Background: an optimization exercise with open tools, aiming at small area. Do not read the settings as production practice. Function was not checked in any run shown here: the RTL went through the layout flow alone. Power figures rest on the tool's default switching activity, not on a simulated workload.

### design/flow/design.v
package median_pkg;
    localparam int WIN_PIX  = 9;
    localparam int WIN_ROWS = 3;
    localparam int ROW_LEN  = 3;
endpackage
import median_pkg::*;
module median3x3_core #(
    parameter int DW = 8
) (
    input  logic [median_pkg::WIN_PIX*DW-1:0] i_win,
    output logic [DW-1:0]                     o_med
);
    function automatic logic gt(input logic [DW-1:0] a, input logic [DW-1:0] b);
        logic [DW-1:0] g, p;
        int w;
        g = a & ~b;
        p = a | ~b;
        for (w = 1; w < DW; w = w * 2)
            for (int i = DW - 1; i >= 0; i--)
                if (i % (2 * w) == 2 * w - 1 && i - w >= 0) begin
                    g[i] = g[i] | (p[i] & g[i - w]);
                    p[i] = p[i] & p[i - w];
                end
        gt = g[DW-1];
    endfunction
    function automatic logic [DW-1:0] pick(input logic sa, input logic sb, input logic sc,
                                           input logic [DW-1:0] a, input logic [DW-1:0] b,
                                           input logic [DW-1:0] c);
        pick = ({DW{sa}} & a) | ({DW{sb}} & b) | ({DW{sc}} & c);
    endfunction
    function automatic logic [DW-1:0] min3(input logic [DW-1:0] a, input logic [DW-1:0] b,
                                           input logic [DW-1:0] c);
        logic ab, bc, ac, sa, sb;
        ab = gt(a, b);
        bc = gt(b, c);
        ac = gt(a, c);
        sa = !ab && !ac;
        sb = ab && !bc;
        min3 = pick(sa, sb, !sa && !sb, a, b, c);
    endfunction
    function automatic logic [DW-1:0] max3(input logic [DW-1:0] a, input logic [DW-1:0] b,
                                           input logic [DW-1:0] c);
        logic ab, bc, ac, sc, sb;
        ab = gt(a, b);
        bc = gt(b, c);
        ac = gt(a, c);
        sc = !ac && !bc;
        sb = bc && !ab;
        max3 = pick(!sc && !sb, sb, sc, a, b, c);
    endfunction
    function automatic logic [DW-1:0] med3(input logic [DW-1:0] a, input logic [DW-1:0] b,
                                           input logic [DW-1:0] c);
        logic ab, bc, ac, sb, sa;
        ab = gt(a, b);
        bc = gt(b, c);
        ac = gt(a, c);
        sb = (ab == bc);
        sa = !sb && (ab ^ ac);
        med3 = pick(sa, sb, !sa && !sb, a, b, c);
    endfunction
    logic [WIN_ROWS-1:0][DW-1:0] lo, mid, hi;
    always_comb begin
        for (int r = 0; r < WIN_ROWS; r++) begin
            lo[r]  = min3(i_win[(r*ROW_LEN+0)*DW +: DW], i_win[(r*ROW_LEN+1)*DW +: DW],
                          i_win[(r*ROW_LEN+2)*DW +: DW]);
            mid[r] = med3(i_win[(r*ROW_LEN+0)*DW +: DW], i_win[(r*ROW_LEN+1)*DW +: DW],
                          i_win[(r*ROW_LEN+2)*DW +: DW]);
            hi[r]  = max3(i_win[(r*ROW_LEN+0)*DW +: DW], i_win[(r*ROW_LEN+1)*DW +: DW],
                          i_win[(r*ROW_LEN+2)*DW +: DW]);
        end
        o_med = med3(max3(lo[0], lo[1], lo[2]), med3(mid[0], mid[1], mid[2]),
                     min3(hi[0], hi[1], hi[2]));
    end
endmodule
import median_pkg::*;
module median_mc_stream #(
    parameter int DW         = 8,
    parameter int NUM_CH     = 4,
    parameter int FIFO_DEPTH = 16,
    parameter int PROG_FULL  = 12
) (
    input  logic                          i_clk,
    input  logic                          i_rst,
    input  logic                          s_valid,
    output logic                          s_ready,
    input  logic [NUM_CH*median_pkg::WIN_PIX*DW-1:0]  s_data,
    output logic                          m_valid,
    input  logic                          m_ready,
    output logic [DW-1:0]                 m_data,
    output logic [((NUM_CH > 1) ? $clog2(NUM_CH) : 1)-1:0] m_chan,
    output logic                          m_last,
    output logic                          o_prog_full,
    output logic [$clog2(FIFO_DEPTH):0]   o_fifo_count
);
    localparam int IW = (NUM_CH > 1) ? $clog2(NUM_CH) : 1;
    localparam int AW = $clog2(FIFO_DEPTH);
    localparam int CW = AW + 1;
    localparam logic [CW-1:0] PF_C = CW'(PROG_FULL);
    logic                 r_v1, r_v2, r_v3;
    logic [NUM_CH*DW-1:0] w_meds, r_m1, r_m2, r_m3;
    logic                 w_adv, w_pop, w_full, w_push;
    logic [DW-1:0]        r_mem [FIFO_DEPTH];
    logic [AW-1:0]        r_wr_ptr, r_rd_ptr;
    logic [CW-1:0]        r_count;
    for (genvar ch = 0; ch < NUM_CH; ch++) begin : g_ch
        median3x3_core #(.DW(DW)) u_core (
            .i_win (s_data[ch*WIN_PIX*DW +: WIN_PIX*DW]),
            .o_med (w_meds[ch*DW +: DW])
        );
    end
    always_comb begin
        w_pop   = m_valid && m_ready;
        w_full  = r_count[AW] && !w_pop;
        w_push  = r_v3 && !w_full;
        w_adv   = !(r_v3 && !(w_push && (r_wr_ptr[IW-1:0] == IW'(NUM_CH - 1))));
        s_ready = w_adv && !i_rst;
    end
    assign m_valid      = (r_count != '0);
    assign m_data       = r_mem[r_rd_ptr];
    assign m_chan       = r_rd_ptr[IW-1:0];
    assign m_last       = (r_rd_ptr[IW-1:0] == IW'(NUM_CH - 1));
    assign o_prog_full  = (r_count >= PF_C);
    assign o_fifo_count = r_count;
    always_ff @(posedge i_clk) begin
        if (i_rst) begin
            r_v1     <= 1'b0;
            r_v2     <= 1'b0;
            r_v3     <= 1'b0;
            r_wr_ptr <= '0;
            r_rd_ptr <= '0;
            r_count  <= '0;
        end else begin
            if (w_adv) begin
                r_v1 <= s_valid;
                r_v2 <= r_v1;
                r_v3 <= r_v2;
            end
            if (w_push)
                r_wr_ptr <= r_wr_ptr + 1'b1;
            if (w_pop)
                r_rd_ptr <= r_rd_ptr + 1'b1;
            r_count <= r_count + CW'(w_push) - CW'(w_pop);
        end
    end
    always_ff @(posedge i_clk) begin
        if (w_adv) begin
            r_m1 <= w_meds;
            r_m2 <= r_m1;
            r_m3 <= r_m2;
        end
    end
    for (genvar a = 0; a < FIFO_DEPTH; a++) begin : g_mem
        always_ff @(posedge i_clk) begin
            if (w_push && (r_wr_ptr == AW'(a)))
                r_mem[a] <= r_m3[(a % NUM_CH)*DW +: DW];
        end
    end
endmodule
### design/flow/run.sh
#!/bin/bash
# synth_recipe.tcl (not shown) runs the flow's synth.tcl, then flattens the netlist and writes it again
# the make line also repeats each setting of config.mk as NAME=value (left out here)
make -C /OpenROAD-flow-scripts/flow DESIGN_CONFIG=/design/flow/config.mk WORK_HOME=/design/flow/orfs CLKGATE_MAP_FILE= SYNTH_SCRIPT=/design/flow/synth_recipe.tcl finish
### design/flow/config.mk
export PLATFORM = sky130hd
export DESIGN_NAME = median_mc_stream
export DESIGN_NICKNAME = median_mc_stream
export VERILOG_FILES = /design/flow/design.v
export SDC_FILE = /design/flow/constraint.sdc
export NUM_CORES = 4
export LEC_CHECK = 0
export ABC_AREA = 1
export CAP_MARGIN = 20
export CORE_MARGIN = 2
export CORE_UTILIZATION = 40
export SLEW_MARGIN = 20
### design/flow/constraint.sdc
create_clock -name core_clock -period 4.5 [get_ports {i_clk}]
set_input_delay 0.9000 -clock core_clock [delete_from_list [all_inputs] [get_ports {i_clk}]]
set_output_delay 0.9000 -clock core_clock [all_outputs]
set_load 0.01 [all_outputs]
==> results of run 1 <==
==> power breakdown <==
| group | internal, mW | total (mW) | switching, mW |
|---|---|---|---|
| clock | 1.24 | 2.06 | 0.813 |
| combinational | 11.9 | 28.9 | 17.0 |
| sequential | 3.54 | 3.86 | 0.317 |
| total | 16.7 | 34.8 | 18.1 |
==> stage by stage <==
| stage | util (%) | power (mW) |
|---|---|---|
| 3_3_place_gp | 58.91 | 25.01 |
| 2_1_floorplan | - | 17.10 |
| 4_1_cts | 64.07 | 30.36 |
| 5_1_grt | 68.85 | 37.41 |
| 6_report | 68.85 | 34.83 |
| 3_5_place_dp | 58.91 | 25.29 |
==> worst min path at each step <==
stage                            start            endpoint  depth (start not counted)
floorplan            r_m1[0]$_DFFE_PN_   r_m2[0]$_DFFE_PN_                          0
global placement    r_m2[18]$_DFFE_PN_  r_m3[18]$_DFFE_PN_                          0
detailed placement  r_m2[13]$_DFFE_PN_  r_m3[13]$_DFFE_PN_                          0
CTS                 r_m2[28]$_DFFE_PN_  r_m3[28]$_DFFE_PN_                          0
global route        r_m2[10]$_DFFE_PN_  r_m3[10]$_DFFE_PN_                          0
finish              r_m2[28]$_DFFE_PN_  r_m3[28]$_DFFE_PN_                          0
==> layout by cell type (no fill, tap or decap), types with 25 or more instances in the layout <==
master,instances
sky130_fd_sc_hd__a21oi_2,56
sky130_fd_sc_hd__nand3_1,441
sky130_fd_sc_hd__o21ai_0,107
sky130_fd_sc_hd__o21ai_1,125
sky130_fd_sc_hd__nor2_4,68
sky130_fd_sc_hd__o21ai_2,61
sky130_fd_sc_hd__nand2_8,27
sky130_fd_sc_hd__a21oi_1,69
sky130_fd_sc_hd__nand3b_1,29
sky130_fd_sc_hd__nand2_4,113
sky130_fd_sc_hd__nand4_1,37
sky130_fd_sc_hd__clkbuf_16,25
sky130_fd_sc_hd__inv_2,252
sky130_fd_sc_hd__inv_4,64
sky130_fd_sc_hd__nor2_1,554
sky130_fd_sc_hd__nand2_2,371
sky130_fd_sc_hd__edfxtp_1,224
sky130_fd_sc_hd__buf_4,1511
sky130_fd_sc_hd__a21oi_4,90
sky130_fd_sc_hd__nand3_4,34
sky130_fd_sc_hd__clkbuf_2,156
sky130_fd_sc_hd__buf_6,125
sky130_fd_sc_hd__o22ai_1,72
sky130_fd_sc_hd__clkinv_1,35
sky130_fd_sc_hd__nand2_1,1747
sky130_fd_sc_hd__nor2_2,100
sky130_fd_sc_hd__inv_1,594
sky130_fd_sc_hd__nand3_2,135
sky130_fd_sc_hd__buf_2,46
==> sequential cells by signal (all words and copies together), names as in the netlist <==
register  cells
r_mem       128
r_m1         32
r_m2         32
r_m3         32
r_count       5
r_rd_ptr      4
r_wr_ptr      4
r_v1          1
r_v2          1
r_v3          1
==> timing repair <==
item	in CTS	in global routing
pin swaps	296	542
gates cloned	14	5
resized for setup	1157	1612
setup buffers	148	149
endpoints found under the setup margin	32	32
==> routing by layer <==
metal  part of all wire [%]  wire (um)
met4                    4.2       5880
met2                     50      70470
met3                    4.9       6904
met5                      0          0
met1                     41      56990
==> final cells by class <==
type                    instances  area [sq um]  area share, %
clock inverters                17         192.7         0.3537
well taps                    1050          1314          2.411
repair buffers               1896         14480          26.57
inverters                     966          3936          7.225
flip-flops and latches        240          7047          12.93
clock buffers                  27         633.1          1.162
multi-input cells            4505         26880          49.34
==> logic make-up (layout without fill, tap and decap cells) <==
logic type / Yosys count / count (layout) / synth area share (%)
simple gates: 3695 / 3713 / 49.01
buf+inv: 1018 / 2906 / 12.27
compound gates: 736 / 737 / 14.59
flops: 240 / 240 / 21.97
fa+ha+maj: 55 / 55 / 2.154
==> summary.txt, run 1 <==
outcome=failed layout checks; SO Viols=negative setup slack; Post-synth top flop=sky130_fd_sc_hd__edfxtp_1; sequential cell area fraction in the yosys report=about 22%; remaining routing DRC violations=0; worst path bufs/invs=8; clock sinks=240; power density over the cells=approximately 640 nW/um^2; Global Route met3 Usage=1.905%; Hold Violations, Final=0; max-capacitance violation count=0; post-route non-filler standard cell count=between 8,000 and 9,000; CTS tree=yes; final clock skew=just over 0.02 ns; count of TritonRoute iterations in the first routing pass=16; syn_nets=between 6,000 and 7,000; total inserted antenna cells=0; layer with the highest usage=met2; later-pin clock latency in the skew report=roughly 0.52 ns; met1 usage=about 39%; cell taking the most area after synthesis=sky130_fd_sc_hd__nand2_1; number of nets in the layout=roughly 8,000; IO Port Bufs=310; number of hold buffers added after CTS=0; clock transition time at the flip-flop clock pins of the worst setup and hold paths=about 0.060 ns; worst path required time=around 4.8 ns; worst supply voltage drop on vdd=slightly below 0.7 mV; mean routed wirelength per cell=roughly 16 um; floorplan die width=approximately 290 um; count of standard-cell rows=just over 100; data arrival time of the critical path=around 4.8 ns; antenna violations before repair=0; maximum number of pins on one net before global-route repair=40; number of inserted filler cells in the final layout=around 6,900; core outline area=~79,000 sq um; number of instances in the synthesized netlist=5,744; number of buffers created by CTS=24; worst hold margin=around 0.42 ns; wire length of the first global-routing pass=approximately 210,000 um; met2 global-route usage=a little under three fifths; most used standard cells in the synthesized netlist=sky130_fd_sc_hd__nand2_1 (2,139), sky130_fd_sc_hd__inv_1 (823), sky130_fd_sc_hd__nor2_1 (660); Hold Path Class=flop to flop; startpoint kind of the worst setup timing path=input port; Avg Inst Size Synth=5.583 sq um; setup slack, reg-to-reg=approximately 1.7 ns; maximum fanout along the worst path=5; routed wire length=~140,000 um; instance area after placement=46,610 sq um; most frequent cell on the critical path=sky130_fd_sc_hd__nand2_2; stages on the worst setup path=35; RSZ-0062 raised after global routing=yes; Worst R2R Path Depth=10; Yosys cell types=between 60 and 70; Slew @ Worst Pin=0.9798 ns; post-placement worst setup slack=-1.310 ns; CP Class=input port to flop; leading cell types by total area after synthesis=sky130_fd_sc_hd__nand2_1 (25%), sky130_fd_sc_hd__edfxtp_1 (21%), sky130_fd_sc_hd__inv_1 (9.6%); total die area=82,460 sq um; share of the clock period used by the worst path after layout=101.2%; Mapped Area=approximately 32,000 sq um; launching point of the worst reg2reg path=r_count[2]$_SDFF_PP0_; half-perimeter wire length after placement=~110,000 um; number of enable-type register cells in the synthesized netlist=between 200 and 250; Yosys reg bits=between 200 and 250; Setup Total Neg Slack=-0.2344 ns; Initial Utilization=40.53%; Global Route Usage Sum=31.17%; Synth warnings=3; largest stage delay on the critical path=about 0.27 ns; Max Root-Sink Buffers=3; worst setup margin=-0.05252 ns; number of H-tree levels=1; Die H=around 290 um; most frequent cell after synthesis=sky130_fd_sc_hd__nand2_1; ratio of cells with drive above 1 in the final layout=between 40% and 50%; Max Clk Rate=between 200 and 250 MHz; slowest stage cell on the critical path=sky130_fd_sc_hd__a21oi_4; antenna violation net count after detailed routing=0; Max-Slew Margin vs Limit=about 34%; Pins Over Slew Limit=0; number of vias per cell=5.163; gr ovfl total=0; number of ports placed on the die boundary=between 300 and 400; vias in the first global route=around 42,000; capturing point of the worst reg2reg path=r_mem[11][1]$_DFFE_PP_; Static Leakage=roughly 28 nW; count of vias placed by the detailed router=approximately 45,000; area fraction of the dominant cell type after synthesis=25.04%; total setup violations reported at the end of the flow=13; Post-Place Cells=approximately 8,400; placer congestion estimate=0.9828; start point of the critical path=s_data[153]; post-layout minimum cycle time=about 4.6 ns; finished layout cell area=approximately 54,000 sq um; Synth async-reset ratio=0%; Syn-to-layout area delta=69.89%; destination of the critical timing path=r_m1[21]$_DFFE_PN_; CTS root buffer=sky130_fd_sc_hd__clkbuf_16; Worst setup EP type=flop; Initial DRC Count=3,313; family with the most delay on the worst path=simple AND/OR/NAND/NOR gates
==> inputs of run 2 (changes only) <==
--- a/design/flow/config.mk
+++ b/design/flow/config.mk
@@ -11,2 +11,3 @@
 export CORE_UTILIZATION = 40
+export GPL_TIMING_DRIVEN = 0
 export SLEW_MARGIN = 20
==> summary.txt, run 2 <==
number of ports placed on the die boundary=between 300 and 400; arithmetic-cell share of the synthesized area counting full adders, half adders and majority gates=about 2.2%; Slew @ Worst Pin=1.056 ns; gr ovfl total=0; number of H-tree levels=1; Max Root-Sink Buffers=3; Post-synth top flop=sky130_fd_sc_hd__edfxtp_1; worst setup margin=-0.2264 ns; Worst setup EP type=flop; final clock skew=roughly 0.014 ns; mean routed wirelength per cell=~17 um; remaining routing DRC violations=0; placer congestion estimate=between 0.9 and 1; later-pin clock latency in the skew report=approximately 0.52 ns; wire length of the first global-routing pass=between 150,000 and 200,000 um; Initial DRC Count=about 3,100; CP Class=input port to flop; total inserted antenna cells=0; area fraction of the dominant cell type after synthesis=around a quarter; share of the core filled with cells in the final layout=approximately 60%; combinational family with the most area after synthesis=simple AND/OR/NAND/NOR gates; post-layout minimum cycle time=roughly 4.7 ns; most frequent cell after synthesis=sky130_fd_sc_hd__nand2_1; largest register by flop count=r_mem; IO Port Bufs=297; number of vias per cell=about 5.4; Hold Path Class=flop to flop; floorplan die width=287.2 um; sequential cell area fraction in the yosys report=between 20% and 30%; CTS tree=yes; RSZ-0062 raised after global routing=yes; compound-gate portion of the synthesized area=approximately 15%; maximum fanout along the worst path=8; count of vias placed by the detailed router=around 41,000; instance area after placement=around 37,000 sq um; routed wire length=130,700 um; start point of the critical path=s_data[231]; Syn-to-layout area delta=47.77%; clock transition time at the flip-flop clock pins of the worst setup and hold paths=around 0.060 ns; share of the clock period used by the worst path after layout=105.0%; finished layout cell area=approximately 47,000 sq um; startpoint kind of the worst setup timing path=input port; most common library cell in the layout ignoring fill and taps=sky130_fd_sc_hd__nand2_1; data arrival time of the critical path=approximately 5 ns; half-perimeter wire length after placement=around 95,000 um; largest stage delay on the critical path=roughly 0.26 ns; SO Viols=negative setup slack; leading cell types by total area after synthesis=sky130_fd_sc_hd__nand2_1 (25%), sky130_fd_sc_hd__edfxtp_1 (21%), sky130_fd_sc_hd__inv_1 (9.6%); number of enable-type register cells in the synthesized netlist=~220; leading cell types in the layout, fill and taps excluded=sky130_fd_sc_hd__nand2_1 (1,813), sky130_fd_sc_hd__inv_1 (597), sky130_fd_sc_hd__buf_4 (584), sky130_fd_sc_hd__nor2_1 (539), sky130_fd_sc_hd__nand3_1 (455); power density over the cells=roughly 690 nW/um^2; Global Route Usage Sum=between 20 and 30%; mux share of post-synthesis cell area=0%; Avg Inst Size Synth=5.583 sq um; flip-flop count of the largest register, all copies and words added=roughly 130; Mapped Area=approximately 32,000 sq um; count of standard-cell rows=roughly 100; count of TritonRoute iterations in the first routing pass=8; Synth warnings=3; CTS root buffer=sky130_fd_sc_hd__clkbuf_16; antenna violation net count after detailed routing=0; fraction of synthesized cell area in xor and xnor cells=0%; total setup violations reported at the end of the flow=22; Max Clk Rate=around 210 MHz; Static Leakage=between 20 and 25 nW; min-delay src=r_m2[29]$_DFFE_PN_; post-placement worst setup slack=-1.973 ns; simple-gate share of the synthesized area=49.01%; family with the most delay on the worst path=simple AND/OR/NAND/NOR gates; maximum number of pins on one net before global-route repair=64; cell taking the most area after synthesis=sky130_fd_sc_hd__nand2_1; Final Power=32.50 mW; Max-Slew Margin vs Limit=29.35%; outcome=failed layout checks; Yosys cell types=61; Synth async-reset ratio=0%; launching point of the worst reg2reg path=r_count[2]$_SDFF_PP0_; Initial Utilization=between 40% and 50%; slowest stage cell on the critical path=sky130_fd_sc_hd__ha_4; worst supply voltage drop on vdd=0.6771 mV; ratio of cells with drive above 1 in the final layout=between 30% and 40%; number of nets in the layout=6,989; max-capacitance violation count=0; core outline area=between 70,000 and 80,000 sq um; Yosys reg bits=240; clock sinks=240; worst path required time=around 4.8 ns; number of instances in the synthesized netlist=5,744; syn_nets=slightly above 6,000; most frequent cell on the critical path=sky130_fd_sc_hd__nand2_2; total die area=a little over 80,000 sq um; worst path bufs/invs=8; number of buffers created by CTS=25; antenna violations before repair=0; Hold Violations, Final=0; Setup Total Neg Slack=-3.216 ns; vias in the first global route=37,329; Die H=287.2 um; Pins Over Slew Limit=0; most used standard cells in the synthesized netlist=sky130_fd_sc_hd__nand2_1 (2,139), sky130_fd_sc_hd__inv_1 (823), sky130_fd_sc_hd__nor2_1 (660)
## run 2: worst paths after layout
path / end / slack (ns) / cells past startpoint
worst max-delay path: r_m1[31]$_DFFE_PN_ / -0.23 / 33
worst min-delay path: r_m3[29]$_DFFE_PN_ / 0.42 / 0
worst max register to register: r_mem[3][3]$_DFFE_PP_ / 1.37 / 9
worst min register to register: r_m3[29]$_DFFE_PN_ / 0.42 / 0
## run 2: metal layers
metal | up-vias | track usage [%] | routed length [um] | share of wire [%]
met5 | - | 0 | 0 | 0
met4 | 0 | 10.82 | 6096 | 4.7
met3 | 370 | 2.190 | 8003 | 6.1
met2 | 1710 | 51.55 | 64020 | 49
met1 | 18936 | 36.74 | 52560 | 40
li1 | 20267 | - | - | -
## run 2: layout make-up
type | count | area [sq um]
buffer | 32 | 281.5
clock buffer | 26 | 629.4
tap | 1050 | 1314
clock inverter | 18 | 211.5
timing repair buffer | 877 | 7163
fill | 7432 | 31740
inverter | 966 | 4019
sequential | 240 | 7047
multi-input combinational | 4502 | 26720
## run 2: cell families after synthesis
logic type	count (synthesis)
AOI/OAI and AO/OA	736
adders and majority gates	55
buffers and inverters	1018
DFF	240
and+or+nand+nor	3695
## run 2: what timing repair did
item	CTS	global route
setup buffers	389	192
cloned	11	6
pin swaps	333	512
endpoints found under the setup margin	32	32
hold buffers	0	0
resized for setup	1752	1261
## run 2: through the flow
step / hold WS (ns) / std cells
floorplan: 0.4003 / 5744
global placement: 0.4022 / 7091
detailed placement: 0.4045 / 7092
CTS: 0.4181 / 7532
global route: 0.4236 / 7711
finish: 0.4160 / 7711
## run 2: worst register-to-register path, delay by kind of cell (launching register included)
kind	cells	cell delay (ns)
AO/OA/AOI/OAI	1	0.45
flip-flops	1	0.41
adder cells (fa/ha/maj)	1	0.20
buffers and inverters	2	0.26
AND/OR/NAND/NOR	5	1.42
## run 2: power by group
part	total [mW]	internal, mW	switching [mW]
combinational	26.6	9.82	16.7
sequential	3.83	3.54	0.289
clock	2.10	1.29	0.810

separate check: timing with driven ports:
In the flow no input, the clock included, has a driving cell. The finished layouts below were timed again as built, in two steps.
Step 1 (the two cells are an assumption about what drives the block):
set clk [get_ports {i_clk}]
set_driving_cell -lib_cell sky130_fd_sc_hd__clkbuf_16 $clk
set_driving_cell -lib_cell sky130_fd_sc_hd__buf_2 [delete_from_list [all_inputs] $clk]
Step 2 also shifts input and output timing later by t, the mid clock arrival at the registers, as if the neighbouring blocks saw the same clock.
Slacks: ideal / step 1 / step 2; pairs: ideal / step 1.
run	t, ns	setup slack, ns	worst setup path after step 2	latest minus earliest clock arrival (ns)
run 1	0.551	-0.053 / -0.037 / -0.588	input to register	0.025 / 0.024
run 2	0.555	-0.226 / -0.213 / -0.768	input to register	0.015 / 0.016
For run 2, which loses most, drivers alone change the setup slack by +0.013 ns; drivers and shift together by -0.542 ns.
